This is an optimization exercise on Yosys and OpenROAD, whose aim is small area, a short achievable clock period and few clock cycles per item, not a production implementation. The RTL was checked by simulation tests, not by an equivalence proof against the original design. No activity file was given, so power comes from the tool's default toggle rates.

**flow/config.mk**
```make
export PLATFORM = sky130hd
export DESIGN_NAME = deq_top
export DESIGN_NICKNAME = deq_top
export VERILOG_FILES = /design/flow/design.v
export SDC_FILE = /design/flow/constraint.sdc
export NUM_CORES = 4
export LEC_CHECK = 0
export CAP_MARGIN = 20
export CORE_MARGIN = 2
export CORE_UTILIZATION = 40
export SETUP_SLACK_MARGIN = 1.5
export SLEW_MARGIN = 20
```
**flow/constraint.sdc**
```tcl
create_clock -name core_clock -period 4.0 [get_ports {clk}]
set_input_delay 0.8000 -clock core_clock [delete_from_list [all_inputs] [get_ports {clk}]]
set_output_delay 0.8000 -clock core_clock [all_outputs]
set_load 0.01 [all_outputs]
```
**flow/design.v**
```verilog
package deq_pkg;
	localparam logic [2:0] CMD_PUSH_BACK  = 3'd0;
	localparam logic [2:0] CMD_PUSH_FRONT = 3'd1;
	localparam logic [2:0] CMD_POP_FRONT  = 3'd2;
	localparam logic [2:0] CMD_POP_BACK   = 3'd3;
	localparam logic [2:0] CMD_DUMP       = 3'd4;
	localparam logic [1:0] STAT_OK    = 2'd0;
	localparam logic [1:0] STAT_FULL  = 2'd1;
	localparam logic [1:0] STAT_EMPTY = 2'd2;
	localparam int VALUE_W = 32;
	typedef logic [4:0] fill_t;
	typedef struct packed {
		logic [2:0]                cmd;
		logic signed [VALUE_W-1:0] item_value;
	} in_item_t;
	typedef struct packed {
		logic signed [VALUE_W-1:0] out_value;
		logic [1:0]                status;
		logic                      last_of_run;
		fill_t                     fill_count;
	} out_item_t;
endpackage
module deq_ram #(
	parameter int WIDTH = 32,
	parameter int DEPTH = 16
) (
	input  logic             clk,
	input  logic [DEPTH-1:0] we,
	input  logic [WIDTH-1:0] wdata,
	input  logic [DEPTH-1:0] rsel,
	output logic [WIDTH-1:0] rdata
);
	logic [WIDTH-1:0] mem_q [DEPTH];
	always_ff @(posedge clk) begin
		for (int i = 0; i < DEPTH; i++) begin
			if (we[i]) begin
				mem_q[i] <= wdata;
			end
		end
	end
	always_comb begin
		rdata = '0;
		for (int i = 0; i < DEPTH; i++) begin
			rdata = rdata | (mem_q[i] & {WIDTH{rsel[i]}});
		end
	end
endmodule
module deq_ctrl #(
	parameter int DEPTH = 16
) (
	input  logic                    clk,
	input  logic                    arst_n,
	input  logic                    cmd_valid,
	output logic                    cmd_stall,
	input  deq_pkg::in_item_t       cmd_item,
	output logic                    res_valid,
	input  logic                    res_stall,
	output logic [1:0]              res_status,
	output logic                    res_last,
	output logic [4:0]              res_fill,
	output logic [DEPTH-1:0]        ram_we,
	output logic [DEPTH-1:0]        ram_rsel
);
	logic [3:0]       front_q, back_q;
	logic [4:0]       cnt_q;
	logic             vld_q;
	logic             last_q;
	logic [1:0]       status_q;
	logic [3:0]       left_q;
	logic [DEPTH-1:0] rsel_q;
	logic             full, empty;
	logic             accept, step;
	logic [3:0]       front_m1, back_m1;
	logic [DEPTH-1:0] oh_front, oh_front_m1, oh_back, oh_back_m1;
	assign full  = cnt_q[4];
	assign empty = (cnt_q == 5'd0);
	assign front_m1 = front_q - 4'd1;
	assign back_m1  = back_q - 4'd1;
	always_comb begin
		for (int i = 0; i < DEPTH; i++) begin
			oh_front[i]    = (front_q == i[3:0]);
			oh_front_m1[i] = (front_m1 == i[3:0]);
			oh_back[i]     = (back_q == i[3:0]);
			oh_back_m1[i]  = (back_m1 == i[3:0]);
		end
	end
	assign cmd_stall = vld_q && (res_stall || !last_q);
	assign accept    = cmd_valid && !cmd_stall;
	assign step      = vld_q && !last_q && !res_stall;
	always_comb begin
		ram_we = '0;
		if (accept && !full) begin
			if (cmd_item.cmd == deq_pkg::CMD_PUSH_BACK)  ram_we = oh_back;
			if (cmd_item.cmd == deq_pkg::CMD_PUSH_FRONT) ram_we = oh_front_m1;
		end
	end
	assign ram_rsel   = rsel_q;
	assign res_valid  = vld_q;
	assign res_status = status_q;
	assign res_last   = last_q;
	assign res_fill   = cnt_q;
	always_ff @(posedge clk or negedge arst_n) begin
		if (!arst_n) begin
			front_q <= '0;
			back_q  <= '0;
			cnt_q   <= '0;
			vld_q   <= 1'b0;
		end else if (step) begin
			vld_q <= 1'b1;
		end else if (accept) begin
			vld_q <= 1'b1;
			case (cmd_item.cmd)
				deq_pkg::CMD_PUSH_BACK: begin
					if (!full) begin
						back_q <= back_q + 4'd1;
						cnt_q  <= cnt_q + 5'd1;
					end
				end
				deq_pkg::CMD_PUSH_FRONT: begin
					if (!full) begin
						front_q <= front_m1;
						cnt_q   <= cnt_q + 5'd1;
					end
				end
				deq_pkg::CMD_POP_FRONT: begin
					if (!empty) begin
						front_q <= front_q + 4'd1;
						cnt_q   <= cnt_q - 5'd1;
					end
				end
				deq_pkg::CMD_POP_BACK: begin
					if (!empty) begin
						back_q <= back_m1;
						cnt_q  <= cnt_q - 5'd1;
					end
				end
				deq_pkg::CMD_DUMP: ;
				default: vld_q <= 1'b0;
			endcase
		end else if (!res_stall) begin
			vld_q <= 1'b0;
		end
	end
	always_ff @(posedge clk) begin
		if (step) begin
			rsel_q <= {rsel_q[DEPTH-2:0], rsel_q[DEPTH-1]};
			left_q <= left_q - 4'd1;
			last_q <= (left_q == 4'd1);
		end else if (accept) begin
			rsel_q   <= '0;
			last_q   <= 1'b1;
			status_q <= deq_pkg::STAT_OK;
			left_q   <= cnt_q[3:0] - 4'd1;
			case (cmd_item.cmd)
				deq_pkg::CMD_PUSH_BACK, deq_pkg::CMD_PUSH_FRONT: begin
					if (full) status_q <= deq_pkg::STAT_FULL;
				end
				deq_pkg::CMD_POP_FRONT: begin
					if (empty) status_q <= deq_pkg::STAT_EMPTY;
					else rsel_q <= oh_front;
				end
				deq_pkg::CMD_POP_BACK: begin
					if (empty) status_q <= deq_pkg::STAT_EMPTY;
					else rsel_q <= oh_back_m1;
				end
				deq_pkg::CMD_DUMP: begin
					if (empty) begin
						status_q <= deq_pkg::STAT_EMPTY;
					end else begin
						rsel_q <= oh_front;
						last_q <= (cnt_q == 5'd1);
					end
				end
				default: ;
			endcase
		end
	end
endmodule
module double_ended_queue_core #(
	parameter int DEPTH = 16
) (
	input  logic               clk,
	input  logic               arst_n,
	input  logic               cmd_valid,
	output logic               cmd_stall,
	input  deq_pkg::in_item_t  cmd_item,
	output logic               res_valid,
	input  logic               res_stall,
	output deq_pkg::out_item_t res_item
);
	logic [DEPTH-1:0]            ram_we;
	logic [DEPTH-1:0]            ram_rsel;
	logic [deq_pkg::VALUE_W-1:0] ram_rdata;
	logic [1:0]                  status;
	logic                        last;
	logic [4:0]                  fill;
	deq_ctrl #(
		.DEPTH (DEPTH)
	) u_ctrl (
		.clk        (clk),
		.arst_n     (arst_n),
		.cmd_valid  (cmd_valid),
		.cmd_stall  (cmd_stall),
		.cmd_item   (cmd_item),
		.res_valid  (res_valid),
		.res_stall  (res_stall),
		.res_status (status),
		.res_last   (last),
		.res_fill   (fill),
		.ram_we     (ram_we),
		.ram_rsel   (ram_rsel)
	);
	deq_ram #(
		.WIDTH (deq_pkg::VALUE_W),
		.DEPTH (DEPTH)
	) u_ram (
		.clk   (clk),
		.we    (ram_we),
		.wdata (cmd_item.item_value),
		.rsel  (ram_rsel),
		.rdata (ram_rdata)
	);
	assign res_item.out_value   = ram_rdata;
	assign res_item.status      = status;
	assign res_item.last_of_run = last;
	assign res_item.fill_count  = fill;
endmodule
module deq_top (
	input  logic        clk,
	input  logic        arst_n,
	input  logic        cmd_valid,
	output logic        cmd_stall,
	input  logic [34:0] cmd_item,
	output logic        res_valid,
	input  logic        res_stall,
	output logic [39:0] res_item
);
	deq_pkg::in_item_t  cmd_s;
	deq_pkg::out_item_t res_s;
	assign cmd_s    = cmd_item;
	assign res_item = res_s;
	double_ended_queue_core #(
		.DEPTH (16)
	) u_core (
		.clk       (clk),
		.arst_n    (arst_n),
		.cmd_valid (cmd_valid),
		.cmd_stall (cmd_stall),
		.cmd_item  (cmd_s),
		.res_valid (res_valid),
		.res_stall (res_stall),
		.res_item  (res_s)
	);
endmodule
```
**flow/run.sh**
```bash
#!/bin/bash
# synth_recipe.tcl (not shown) runs the flow's synth.tcl, then flattens the netlist and writes it again
# the make line also repeats each setting of config.mk as NAME=value (left out here)
make -C /OpenROAD-flow-scripts/flow DESIGN_CONFIG=/design/flow/config.mk WORK_HOME=/design/flow/orfs CLKGATE_MAP_FILE= SYNTH_SCRIPT=/design/flow/synth_recipe.tcl finish
```
==> flow_summary.yaml, run 1 <==
pwr:
  cellLeakagePower_nw: 8.70
  power.density_nw_per_um2: 530
  ir_drop_uv: 383
  total_power_mw: 14.1
global_route:
  antenna_found_initial: 0
  grt_max_degree: 34
  grt_usage_pct: 20.5
  grt-ovfl-total: 0
  first_global_vias: 12400
  grt_pass1_wl_um: 81300
finish:
  insertedDiodeCount: 0
  layout-drive-gt1-share_pct: 27.9
  final_cell_mix: "edfxtp_1 (535), a22o_1 (122), a221oi_2 (88), clkbuf_16 (61), buf_4 (54)"
  layout_commonest_cell: "edfxtp_1"
  fin_area_um2: 26600
  postLayoutCoreUtil_pct: 51.7
  nets: 1416
  fillers: 4133
  area_growth_pct: 27.1
  fin_cells: 2084
sta:
  relSlewSlack_pct: 50.7
  max_slew.worst_pin.slew_ns: 0.732
  slew_viol_final: 0
  final_hold_viol_count: 0
  clock_skew_ns: 0.0178
  worst_slack_ns: 0.919
  rsz0062_at_grt: "yes"
  holdWs_ns: 0.514
  clock.fmax_mhz: 325
  fin_tns_setup_ns: 0
  period_minus_slack_ns: 3.08
  period_share_pct: 77.0
  setup_viol: 0
worst_setup_path:
  path_max_fanout: 7
  critPathKind: "flop to output pin"
  r2r_setup_slack_ns: 1.56
  worstPathCellList: "buf_4 -> buf_8 -> a22o_1 -> a221oi_2 -> nand4_1 -> buf_2"
  reg2regPathDepth: 8
  rr_endpoint: "u_core.u_ram.mem_q[14][30]"
  slowest_stage: "edfxtp_1"
  slowest_delay_ns: 0.51
  worstPathArrival_ns: 2.28
  start_kind: "flop"
  crit_path_end_kind: "output pin"
  cp.required_ns: 3.20
  r2r_start: "u_core.u_ctrl.front_q[0]"
route:
  drc: 0
  via_per_inst: 5.95
  drtAntennaViolNets: 0
  detail_route.first_pass.iterations: 7
  drt_iter0_markers: 1292
  wl_um: 57000
  num_vias: 12400
  wl_per_cell_um: 27.3
yosys:
  yosysTopAreaCellShare_pct: 76.7
  synth_cell_types: 61
  postSynthCellCount: 1169
  synth.ff_latch_count: 549
  yosysWarningCount: 3
  synth_area_leaders: "edfxtp_1 (77%), a221oi_1 (5.4%), a22o_1 (5.4%), dfrtp_1 (1.7%), clkbuf_1 (1.3%)"
  synth_area_per_cell_um2: 17.9
  seq_area_frac_synth_pct: 78.4
  synth_flop_cell: "edfxtp_1"
  synth_top_area_cell: "edfxtp_1"
  ys_async_sr_fraction_pct: 2.55
  syn_area_um2: 20900
  synth_fp_nets: 1225
  synth_edf_count: 535
floorplan:
  die_y_um: 233
  core_um2: 51500
  die_area_um2: 54200
  start_util_pct: 40.7
  row_count: 83
  fp.dieW_um: 233
  io_pins: 81
clocking:
  path_clk_slew_ns: 0.06
  clock-sinks: 549
  clk_latency_ns: 0.61
  cts_max_path_buffers: 3
  cts_tree: "yes"
  cts_root_buffer: "clkbuf_16"
  cts_max_level: 2
  hold_buffers: 0
  cts_buffers: 54
placed_design:
  dp_hpwl_um: 30400
  dp.cells: 1901
  place_area_um2: 23100
  io_buffers: 80
  gp_congestion: 0.825
  pre_cts_slack_ns: 0.759
job:
  maxCapViolations: 0
outcome:
  status: "timing/DRC/antenna clean"
min_path:
  hold_end: "u_core.u_ctrl.vld_q"
  worstHoldPathCells: 3
  hold_class: "input port to flop"
  hp-start: "cmd_valid"
==> worst max path at each step <==
stage	depth (start not counted)	slack, ns	from	end
after floorplan	5	1.11	res_stall	u_core.u_ram.mem_q[13][0]
after global placement	6	0.78	res_stall	u_core.u_ram.mem_q[12][23]
after detailed placement	6	0.76	res_stall	u_core.u_ram.mem_q[12][1]
after CTS	6	0.93	u_core.u_ctrl.rsel_q[0]	res_item[19]
after global routing	5	0.83	u_core.u_ctrl.rsel_q[8]	res_item[15]
final	6	0.92	u_core.u_ctrl.rsel_q[0]	res_item[30]
==> what timing repair did <==
action                     in CTS  in global routing
hold endpoints to repair        0                  0
cloned                          1                  7
gates resized for setup       284                 49
buffers inserted               45                 30
setup endpoints to repair     504                442
pin swaps                      35                 35
==> final cells by class <==
cell class	instances	area [µm²]	share of cell area, %
Sequential cell	549	16400	61.7
Multi-Input combinational cell	524	5080	19.1
Timing Repair Buffer	217	2480	9.32
Clock buffer	68	1400	5.27
Tap cell	680	851	3.20
Clock inverter	32	327	1.23
Inverter	14	52.6	0.197
==> registers in the layout (all words and copies together), names as in the netlist <==
register / cells
u_core.u_ctrl.front_q: 4
u_core.u_ctrl.status_q: 2
u_core.u_ctrl.last_q: 1
u_core.u_ctrl.cnt_q: 5
u_core.u_ram.mem_q: 512
u_core.u_ctrl.rsel_q: 16
u_core.u_ctrl.back_q: 4
u_core.u_ctrl.vld_q: 1
u_core.u_ctrl.left_q: 4
==> critical path: cells and delay by family (launching register included) <==
family          cells  cell delay (ns)
compound gates      2             0.40
simple gates        1             0.23
flops               1             0.51
buf+inv             3             0.54
==> power by group <==
part	total [mW]	internal [mW]	switching (mW)
sequential	6.74	6.52	0.222
clock	5.00	2.87	2.12
combinational	2.38	1.02	1.36
==> cell usage after synthesis, types with 9 or more instances <==
cell type	count
nand4_1	37
nor2b_1	11
nand2_1	16
a21oi_1	13
edfxtp_1	535
nor3_1	9
xor2_1	9
nand3_1	10
a22o_1	128
a21o_1	9
inv_1	14
dfrtp_1	14
ha_1	17
clkbuf_1	71
a221oi_1	128
nor2_1	23
==> per-layer routing <==
metal  up-vias  routed length, µm  GRT usage (%)
li1       5377                  -              -
met2       509              27900           34.5
met3        72               3920           3.49
met4         0               1080           5.00
met1      6445              24100           27.8
met5         -                  0              0
==> logic make-up (layout without fill, tap and decap cells) <==
kind of cell | Yosys count | after routing | share of synthesized area [%]
mux | 9 | 9 | 0.436
xor+xnor | 15 | 15 | 0.627
simple gates | 143 | 143 | 3.93
compound gates | 340 | 340 | 13.7
fa+ha+maj | 17 | 17 | 1.02
buf+inv | 96 | 331 | 1.85
flops | 549 | 549 | 78.4
Testbench counts, summed over its fixed seeds: cycles 38,101, items 24,000.
==> run 2, diff against run 1 <==
--- a/flow/config.mk
+++ b/flow/config.mk
@@ -8,5 +8,4 @@
 export CAP_MARGIN = 20
 export CORE_MARGIN = 2
 export CORE_UTILIZATION = 40
-export SETUP_SLACK_MARGIN = 1.5
 export SLEW_MARGIN = 20
==> flow_summary.yaml, run 2 <==
placed_design:
  gp_congestion: 0.824
  dp_hpwl_um: 29900
  io_buffers: 80
yosys:
  seq_area_frac_synth_pct: 78.4
  synth_flop_cell: "edfxtp_1"
  yosysWarningCount: 3
  synthMuxAreaShare_pct: 0.436
  synth_fp_nets: 1225
  yosysTopAreaCellShare_pct: 76.7
  synth_area_per_cell_um2: 17.9
  postSynthCellCount: 1169
  synth_top_family_by_area: "compound AO/OA/AOI/OAI gates"
  synth_cell_types: 61
  syn_area_um2: 20900
  synth.ff_latch_count: 549
  synth_commonest_cells: "edfxtp_1 (535), a221oi_1 (128), a22o_1 (128)"
  ys_async_sr_fraction_pct: 2.55
  synth-adder-area-share_pct: 1.02
  synth_most_common_cell: "edfxtp_1"
  yosys.area_share.simple_pct: 3.93
  synth_top_area_cell: "edfxtp_1"
  synthXorXnorAreaFrac_pct: 0.627
  synth_compound_area_share_pct: 13.7
  synth_area_leaders: "edfxtp_1 (77%), a221oi_1 (5.4%), a22o_1 (5.4%), dfrtp_1 (1.7%), clkbuf_1 (1.3%)"
  synth_edf_count: 535
clocking:
  cts_buffers: 54
  hold_buffers: 0
  path_clk_slew_ns: 0.05
  post_cts.repair.setup_buffers: 0
  clock-sinks: 549
  cts_max_level: 2
  clk_latency_ns: 0.60
  cts_root_buffer: "clkbuf_16"
  cts_max_path_buffers: 3
  cts_tree: "yes"
  cts_resized: 0
min_path:
  hold_class: "flop to flop"
floorplan:
  core_um2: 51500
  io_pins: 81
  die_y_um: 233
  fp.dieW_um: 233
  die_area_um2: 54200
  row_count: 83
  start_util_pct: 40.7
sta:
  period_share_pct: 96.2
  clock.fmax_mhz: 260
  clock_skew_ns: 0.0215
  slew_viol_final: 0
  rsz0062_at_grt: "no"
  fin_tns_setup_ns: 0
  max_slew.worst_pin.slew_ns: 1.12
  setup_viol: 0
  period_minus_slack_ns: 3.85
  relSlewSlack_pct: 25.5
  final_hold_viol_count: 0
route:
  wl_per_cell_um: 27.2
  drc: 0
  drtAntennaViolNets: 0
  drt_iter0_markers: 1293
  via_per_inst: 6.00
  wl_um: 54300
  detail_route.first_pass.iterations: 5
  num_vias: 12000
finish:
  largest_registers: "u_core.u_ram.mem_q: 512 flops, u_core.u_ctrl.rsel_q: 16 flops, u_core.u_ctrl.cnt_q: 5 flops"
  area_growth_pct: 18.3
  nets: 1330
  final_cell_mix: "edfxtp_1 (535), a22o_1 (128), a221oi_1 (128), clkdlybuf4s50_1 (80), clkbuf_16 (55)"
  layout_commonest_cell: "edfxtp_1"
  multi_input_area_um2: 4290
  regMostFlops: "u_core.u_ram.mem_q"
  insertedDiodeCount: 0
  fillers: 4332
  layout-drive-gt1-share_pct: 12.7
  largest_reg_flops: 512
  ff_latch_area_um2: 16400
worst_setup_path:
  cp.buffers_inverters: 2
  start_kind: "flop"
  slowest_stage: "edfxtp_1"
  worstPathArrival_ns: 3.05
  cp.required_ns: 3.20
  path_max_fanout: 19
  slowest_delay_ns: 0.83
  crit_path_end_kind: "output pin"
  critPathKind: "flop to output pin"
  worstPathCellList: "buf_4 -> a22o_1 -> a221oi_1 -> nand4_1 -> clkdlybuf4s50_1"
  crit_family: "buffers and inverters"
pwr:
  sequentialPowerShare_pct: 50.1
  cellLeakagePower_nw: 7.92
  internal_power_mw: 10.0
  combPwrFrac_pct: 13.4
  ir_drop_uv: 327
  p_clk_share_pct: 36.5
  p_sw_share_pct: 26.3
  power.density_nw_per_um2: 549
  p_sw_mw: 3.58
  total_power_mw: 13.6
global_route:
  grt_pass1_wl_um: 79700
  top_usage_layer: "met2"
  first_global_vias: 12100
  grt_use_met1_pct: 28.5
  use_met2_pct: 32.1
  grt_max_degree: 33
  antenna_found_initial: 2
  grt-ovfl-total: 0
  grt_usage_pct: 20.1
  use_met3_pct: 4.13
job:
  maxCapViolations: 0
outcome:
  status: "timing/DRC/antenna clean"
-- run 2: cell counts after synthesis --
No cell type changed its count.
-- run 2: path summary, 6_finish.rpt --
kind | end | cells after the start | start | slack (ns)
max | res_item[18] | 5 | u_core.u_ctrl.rsel_q[10] | 0.15
min | u_core.u_ctrl.rsel_q[10] | 1 | u_core.u_ctrl.rsel_q[9] | 0.55
max reg2reg | u_core.u_ram.mem_q[10][8] | 6 | u_core.u_ctrl.back_q[0] | 1.06
min reg2reg | u_core.u_ctrl.rsel_q[10] | 1 | u_core.u_ctrl.rsel_q[9] | 0.55
max in group asynchronous | u_core.u_ctrl.back_q[3] | 1 | arst_n | 2.87
min in group asynchronous | u_core.u_ctrl.back_q[1] | 1 | arst_n | 0.65
-- run 2: routing by layer --
layer | up-vias | part of all wire [%]
li1 | 5180 | -
met4 | 4 | 1.5
met1 | 6244 | 43
met5 | - | 0.050
met2 | 481 | 48
met3 | 66 | 7.3
-- run 2: cells by family (layout without fill, tap and decap cells) --
group / after synthesis / in the layout
AO/OA/AOI/OAI: 340 / 340
adder cells (fa/ha/maj): 17 / 17
XOR/XNOR: 15 / 15
multiplexers: 9 / 9
buffers and inverters: 96 / 244
AND/OR/NAND/NOR: 143 / 143
flip-flops: 549 / 549
-- run 2: cell type report --
class,instances,area share (%)
Tap cell,680,3.44
Sequential cell,549,66.3
Timing Repair Buffer,131,5.74
Clock buffer,60,5.63
Multi-Input combinational cell,524,17.3
Clock inverter,39,1.37
Inverter,14,0.212
-- run 2: power by group through the flow --
stage	clock network, mW	logic, mW	registers, mW
after floorplan	0	1.21	6.75
after global placement	0	1.78	6.92
after detailed placement	0	1.82	6.93
after CTS	5.05	1.83	6.81
after global routing	5.29	1.99	6.84
final	4.96	1.83	6.81
-- run 2: per-stage QoR --
stage	cell area (µm²)	std cells	utilization (%)	setup slack, ns	hold WS, ns
after floorplan	20900	1169	-	0.125	0.504
after global placement	23000	1898	44.7	0.432	0.533
after detailed placement	23000	1898	44.7	0.396	0.537
after CTS	24800	1997	48.1	0.122	0.549
after global routing	24800	1997	48.1	0.0293	0.585
final	24800	1997	48.1	0.154	0.548

## port drivers added, routing unchanged
In the flow no input, the clock included, has a driving cell. The finished layouts below were timed again as built, in two steps. Step 1: set_driving_cell puts a clkbuf_16 on clk and a buf_2 on each other input, an assumption about the parent block. Step 2 adds t to the input delays and takes it off the output delays; t is the mean of the earliest and latest rising clock arrival at the registers after step 1. Input paths then give back, and output paths get back, about the clock's delay inside the block. a / b / c = no drivers / after step 1 / after step 2; a / b = the first two.
| run | t, ns | setup WS [ns] | worst setup path at the end | latest minus earliest clock arrival (ns) | worst register clock-pin slew, ns |
|---|---|---|---|---|---|
| run 1 | 0.652 | 0.919 / 0.864 / 0.958 | input to register | 0.024 / 0.024 | 0.07 / 0.07 |
| run 2 | 0.647 | 0.154 / 0.101 / 0.381 | input to register | 0.033 / 0.032 | 0.07 / 0.07 |
After both steps setup and hold are still met in every run listed.
